Context: an optimization exercise on an open-source flow, tuned for small area, a short achievable clock period and few clock cycles per item. The choices shown serve that exercise and are no tape-out recipe.
RTL that was checked went through simulation tests only; none was proved equivalent to the original.

## qubit_measure
module qubit_measure (
    input  logic               clk,
    input  logic               rst,
    input  logic               in_valid,
    output logic               in_ready,
    input  logic signed [15:0] in_alpha,
    input  logic signed [15:0] in_beta,
    output logic               out_valid,
    input  logic               out_ready,
    output logic               out_bit,
    output logic [15:0]        out_alpha,
    output logic [15:0]        out_beta,
    output logic               out_err
);
Size: about 0.029 sq mm of cells after synthesis.
Settings: LEC_CHECK=0, CAP_MARGIN=20, CORE_MARGIN=2, CORE_UTILIZATION=40, CTS_CLUSTER_DIAMETER=100, CTS_CLUSTER_SIZE=20, SLEW_MARGIN=20, SYNTH_HIERARCHICAL=1, SYNTH_MINIMUM_KEEP_SIZE=0; clock period 11.0 ns.
standard.sh (not shown) runs the stock make flow with config.mk's settings and CLKGATE_MAP_FILE= SYNTH_SCRIPT=/design/flow/synth_recipe.tcl, a recipe that flattens the netlist after the stock synthesis.
==> flow/flow/run.sh <==
#!/bin/bash
set -euo pipefail
export SETUP_SLACK_MARGIN=7.6
export POST_SYNTH_TCL="$(pwd)/flow/downsize.tcl"
bash standard.sh > standard.log 2>&1
==> flow/flow/downsize.tcl <==
# Run after synthesis (POST_SYNTH_TCL): set every combinational cell that
# synthesis gave a drive strength above 1 to its drive-1 variant. The timing
# repair later sizes up what the critical paths need. Registers keep their
# cell type and size.
set n 0
foreach inst [get_cells *] {
  set m [get_property $inst ref_name]
  if {[regexp {^(sky130_fd_sc_hd__[a-z0-9]+)_([0-9]+)$} $m -> base sz] && $sz > 1} {
    if {[regexp {df|dl|sdf|edf|conb|clkbuf|clkinv|clkdly|tap|fill|decap} $base]} { continue }
    set cand "${base}_1"
    if {[llength [get_lib_cells -quiet */$cand]] > 0} {
      replace_cell $inst $cand
      incr n
    }
  }
}
puts "downsize: $n cells set to drive strength 1"
Testbench counts at the start, summed over its fixed seeds: cycles 2,088, items 2,048.
Next try:
--- a/flow/design.v
+++ b/flow/design.v
@@ -2914,66 +2914,68 @@
     assign res_err = zr_q;
     logic rb_q, re_q;
     assign rb_q = res_bit;
     assign re_q = res_err;
     assign push = v_q[LAT];
     logic [D-1:0] qv_q, qb_q, qe_q;
     logic [D-1:0] sv, sb, se;
     logic [D+1:0] oc;              
     logic [D:1]   oc_q, oc_nx;
-    logic         rdy_q, inc, dec;
+    logic         rdy_q, inc, dec, ob_q, oe_q;
     assign acc = in_valid & rdy_q;
     assign take = qv_q[0] & out_ready;
     assign inc = acc & ~take;
     assign dec = take & ~acc;
     assign oc  = {1'b0, oc_q, 1'b1};
     always_comb begin
         for (int i = 1; i <= D; i++)
             oc_nx[i] = inc ? oc[i-1] : (dec ? oc[i+1] : oc[i]);
     end
-    logic [D-1:0] v0, b0, e0, v1, b1, e1, vs;
+    logic [D-1:0] vs, bs, es, w0, w1, v0, b0, e0, v1, b1, e1;
     assign vs = {1'b0, qv_q[D-1:1]};
+    assign bs = {1'b0, qb_q[D-1:1]};
+    assign es = {1'b0, qe_q[D-1:1]};
     always_comb begin
-        v0 = qv_q; b0 = qb_q; e0 = qe_q;
-        v1 = {1'b0, qv_q[D-1:1]};
-        b1 = {1'b0, qb_q[D-1:1]};
-        e1 = {1'b0, qe_q[D-1:1]};
         for (int i = 0; i < D; i++) begin
-            if (push && !qv_q[i] && (i == 0 || qv_q[i-1])) begin
-                v0[i] = 1'b1; b0[i] = rb_q; e0[i] = re_q;
-            end
-            if (push && !vs[i] && (i == 0 || vs[i-1])) begin
-                v1[i] = 1'b1; b1[i] = rb_q; e1[i] = re_q;
-            end
+            w0[i] = push & ~qv_q[i] & ((i == 0) | qv_q[(i == 0) ? 0 : i-1]);
+            w1[i] = push & ~vs[i] & ((i == 0) | vs[(i == 0) ? 0 : i-1]);
         end
     end
-    assign sv = take ? v1 : v0;
-    assign sb = take ? b1 : b0;
-    assign se = take ? e1 : e0;
+    assign v0 = qv_q | w0;
+    assign b0 = (qb_q & ~w0) | ({D{rb_q}} & w0);
+    assign e0 = (qe_q & ~w0) | ({D{re_q}} & w0);
+    assign v1 = vs | w1;
+    assign b1 = (bs & ~w1) | ({D{rb_q}} & w1);
+    assign e1 = (es & ~w1) | ({D{re_q}} & w1);
+    assign sv = ({D{take}} & v1) | ({D{~take}} & v0);
+    assign sb = ({D{take}} & b1) | ({D{~take}} & b0);
+    assign se = ({D{take}} & e1) | ({D{~take}} & e0);
     always_ff @(posedge clk) begin
         if (rst) begin
             qv_q  <= '0;
             oc_q  <= '0;
             rdy_q <= 1'b1;
         end else begin
             qv_q  <= sv;
             oc_q  <= oc_nx;
             rdy_q <= ~oc_nx[D];
         end
         qb_q <= sb;
         qe_q <= se;
+        ob_q <= take ? b1[0] : (qv_q[0] ? qb_q[0] : rb_q);
+        oe_q <= take ? e1[0] : (qv_q[0] ? qe_q[0] : re_q);
     end
     assign in_ready  = rdy_q;
     assign out_valid = qv_q[0];
-    assign out_bit   = qb_q[0];
-    assign out_err   = qe_q[0];
-    assign out_alpha = {1'b0, ~qb_q[0], 14'd0};
-    assign out_beta  = {1'b0, qb_q[0], 14'd0};
+    assign out_bit   = ob_q;
+    assign out_err   = oe_q;
+    assign out_alpha = {1'b0, ~ob_q, 14'd0};
+    assign out_beta  = {1'b0, ob_q, 14'd0};
 endmodule
 module qm_fa (
     input  logic a,
     input  logic b,
     input  logic c,
     output logic s,
     output logic co
 );
     assign s  = a ^ b ^ c;
Hold slack gets worse by 0.024 ns.
Register-to-register slack gets worse by 0.07 ns.
Area after synthesis is about the same.
Global-route usage climbs by 0.69 points.
Fmax drops by 0.93%.
Clock skew climbs by 0.031 ns.
Testbench counts after the change, summed over its fixed seeds: cycles 2,088, items 2,048.


Another version of the RTL of qubit_measure (not shown whole).
For scale: ~300 flip-flops, roughly 72 I/O pins.
export LEC_CHECK = 0
export CAP_MARGIN = 20
export CORE_MARGIN = 2
export CORE_UTILIZATION = 40
export SLEW_MARGIN = 20
export SYNTH_HIERARCHICAL = 1
export SYNTH_MINIMUM_KEEP_SIZE = 0
create_clock -name core_clock -period 11.0 [get_ports {clk}]
run.sh (not shown) runs the stock make flow with config.mk's settings and CLKGATE_MAP_FILE= SYNTH_SCRIPT=/design/flow/synth_recipe.tcl, a recipe that flattens the netlist after the stock synthesis.
Stock flow here: none of the scripts above is used.
Next try:
--- a/flow/design.v
+++ b/flow/design.v
@@ -1718,21 +1718,20 @@
     logic xc1669;
     logic xs1670;
     logic xc1671;
     logic xs1672;
     logic xc1673;
     logic xs1674;
     logic xc1675;
     logic xs1676;
     logic xc1677;
-    logic [5:0] g_q;
-    logic [5:0] p_q;
-    logic top_q;
+    logic [47:0] xa_q;
+    logic [47:0] xb_q;
     logic zr_q;
     logic bg_q;
     logic r15_q;
     assign pp1 = a_q[0];
     assign pp2 = a_q[0] & a_q[1];
     assign pp3 = a_q[0] & a_q[2];
     assign pp4 = a_q[0] & a_q[3];
     assign pp5 = a_q[0] & a_q[4];
     assign pp6 = a_q[0] & a_q[5];
@@ -2880,55 +2879,33 @@
         b_q <= in_beta;
         sa0_q <= {qac348, qac346, qac344, qac342, qac340, qac338, qac336, qac334, qac332, qac330, qac328, qac326, qac324, qac322, qac320, qac318, qac316, qac314, qac312, qac310, qac308, qac306, qac304, qac302, qac300, qac298, qac296, qas295, pp3, pp2, 1'b0, pp1};
         sb0_q <= {pp138, qas347, qas345, qas343, qas341, qas339, qas337, qas335, qas333, qas331, qas329, qas327, qas325, qas323, qas321, qas319, qas317, qas315, qas313, qas311, qas309, qas307, qas305, qas303, qas301, qas299, qas297, pp31, 1'b0, pp16, 1'b0, 1'b0};
         sa1_q <= {qbc696, qbc694, qbc692, qbc690, qbc688, qbc686, qbc684, qbc682, qbc680, qbc678, qbc676, qbc674, qbc672, qbc670, qbc668, qbc666, qbc664, qbc662, qbc660, qbc658, qbc656, qbc654, qbc652, qbc650, qbc648, qbc646, qbc644, qbs643, pp351, pp350, 1'b0, pp349};
         sb1_q <= {pp486, qbs695, qbs693, qbs691, qbs689, qbs687, qbs685, qbs683, qbs681, qbs679, qbs677, qbs675, qbs673, qbs671, qbs669, qbs667, qbs665, qbs663, qbs661, qbs659, qbs657, qbs655, qbs653, qbs651, qbs649, qbs647, qbs645, pp379, 1'b0, pp364, 1'b0, 1'b0};
         zs_q <= (a_q == 16'd0) && (b_q == 16'd0);
         p0_q <= p0_d[30:0];
         t_q <= t_d;
         zt_q <= zs_q;
-        g_q <= g_d;
-        p_q <= p_d;
-        top_q <= xp[47];
+        xa_q <= xa;
+        xb_q <= xb;
         zr_q <= zt_q;
         bg_q <= t_q[31];
         r15_q <= er15_q;
     end
     always_ff @(posedge clk) begin
         v_q[1] <= acc;
         v_q[2] <= v_q[1] & ~rst;
         v_q[3] <= v_q[2] & ~rst;
         v_q[4] <= v_q[3] & ~rst;
     end
-    localparam int NB = 6;
-    localparam int BK = 8;
-    logic [NB-1:0] g_d, p_d;
-    logic [47:0]   xg, xp;
-    logic          cy;
-    assign xg = xa & xb;
-    assign xp = xa ^ xb;
-    always_comb begin
-        for (int i = 0; i < NB; i++) begin
-            g_d[i] = 1'b0;
-            p_d[i] = 1'b1;
-            for (int j = 0; j < BK; j++) begin
-                if (i * BK + j < 47) begin
-                    g_d[i] = xg[i*BK+j] | (xp[i*BK+j] & g_d[i]);
-                    p_d[i] = p_d[i] & xp[i*BK+j];
-                end
-            end
-        end
-    end
-    always_comb begin
-        cy = 1'b0;
-        for (int i = 0; i < NB; i++) cy = g_q[i] | (p_q[i] & cy);
-    end
-    assign res_bit = bg_q ? r15_q : (~zr_q & ~(top_q ^ cy));
+    logic [47:0] xs;
+    assign xs = xa_q + xb_q;
+    assign res_bit = bg_q ? r15_q : (~zr_q & ~xs[47]);
     assign res_err = zr_q;
     assign push = v_q[LAT];
     logic [D-1:0] qv_q, qb_q, qe_q;
     logic [D-1:0] sv, sb, se;
     logic [2:0] cnt_q, cnt_nx;
     logic rdy_q;
     assign acc    = in_valid & rdy_q & ~rst;
     assign take   = qv_q[0] & out_ready & ~rst;
     assign cnt_nx = cnt_q + {{(2){1'b0}}, acc} - {{(2){1'b0}}, take};
After rerunning: The new run completed with no timing, DRC or antenna violations; critical path depth shrinks by 3; first-iteration DRC count went up by 14%; area after synthesis came out higher by 5.4%; via count goes up by 3.2%; sequential cell count increases by 83; clock skew went down by 0.0036 ns.
Function was not checked in any run of this note: the RTL went through the layout flow alone.

## static timing again, ports no longer ideal
How much do the figures lean on ideal ports? The routed layouts below were timed once more, with nothing changed but the port constraints.
Step 1, drivers: a clkbuf_16 drives clk and a buf_2 each remaining input, both assumed.
Step 2 also shifts input and output timing later by t, the mid clock arrival at the registers, as if the neighbouring blocks saw the same clock.
Three values: no drivers, after step 1, after step 2; two values: the first two.
| run | t, ns | slack for setup (ns) | worst setup path after step 2 |
|---|---|---|---|
| the first run of note 1 | 0.645 | 7.629 / 7.568 / 7.064 | input to register |
| the second run of note 1 | 0.668 | 7.597 / 7.597 / 7.044 | input to register |
| the first run of note 2 | 0.605 | 5.708 / 5.708 / 5.708 | register to register |
| the second run of note 2 | 0.637 | 6.466 / 6.502 / 5.864 | input to register |
After both steps setup and hold are still met in every run listed. For the second run of note 2, which loses most, drivers alone change the setup slack by +0.036 ns; drivers and shift together by -0.602 ns.
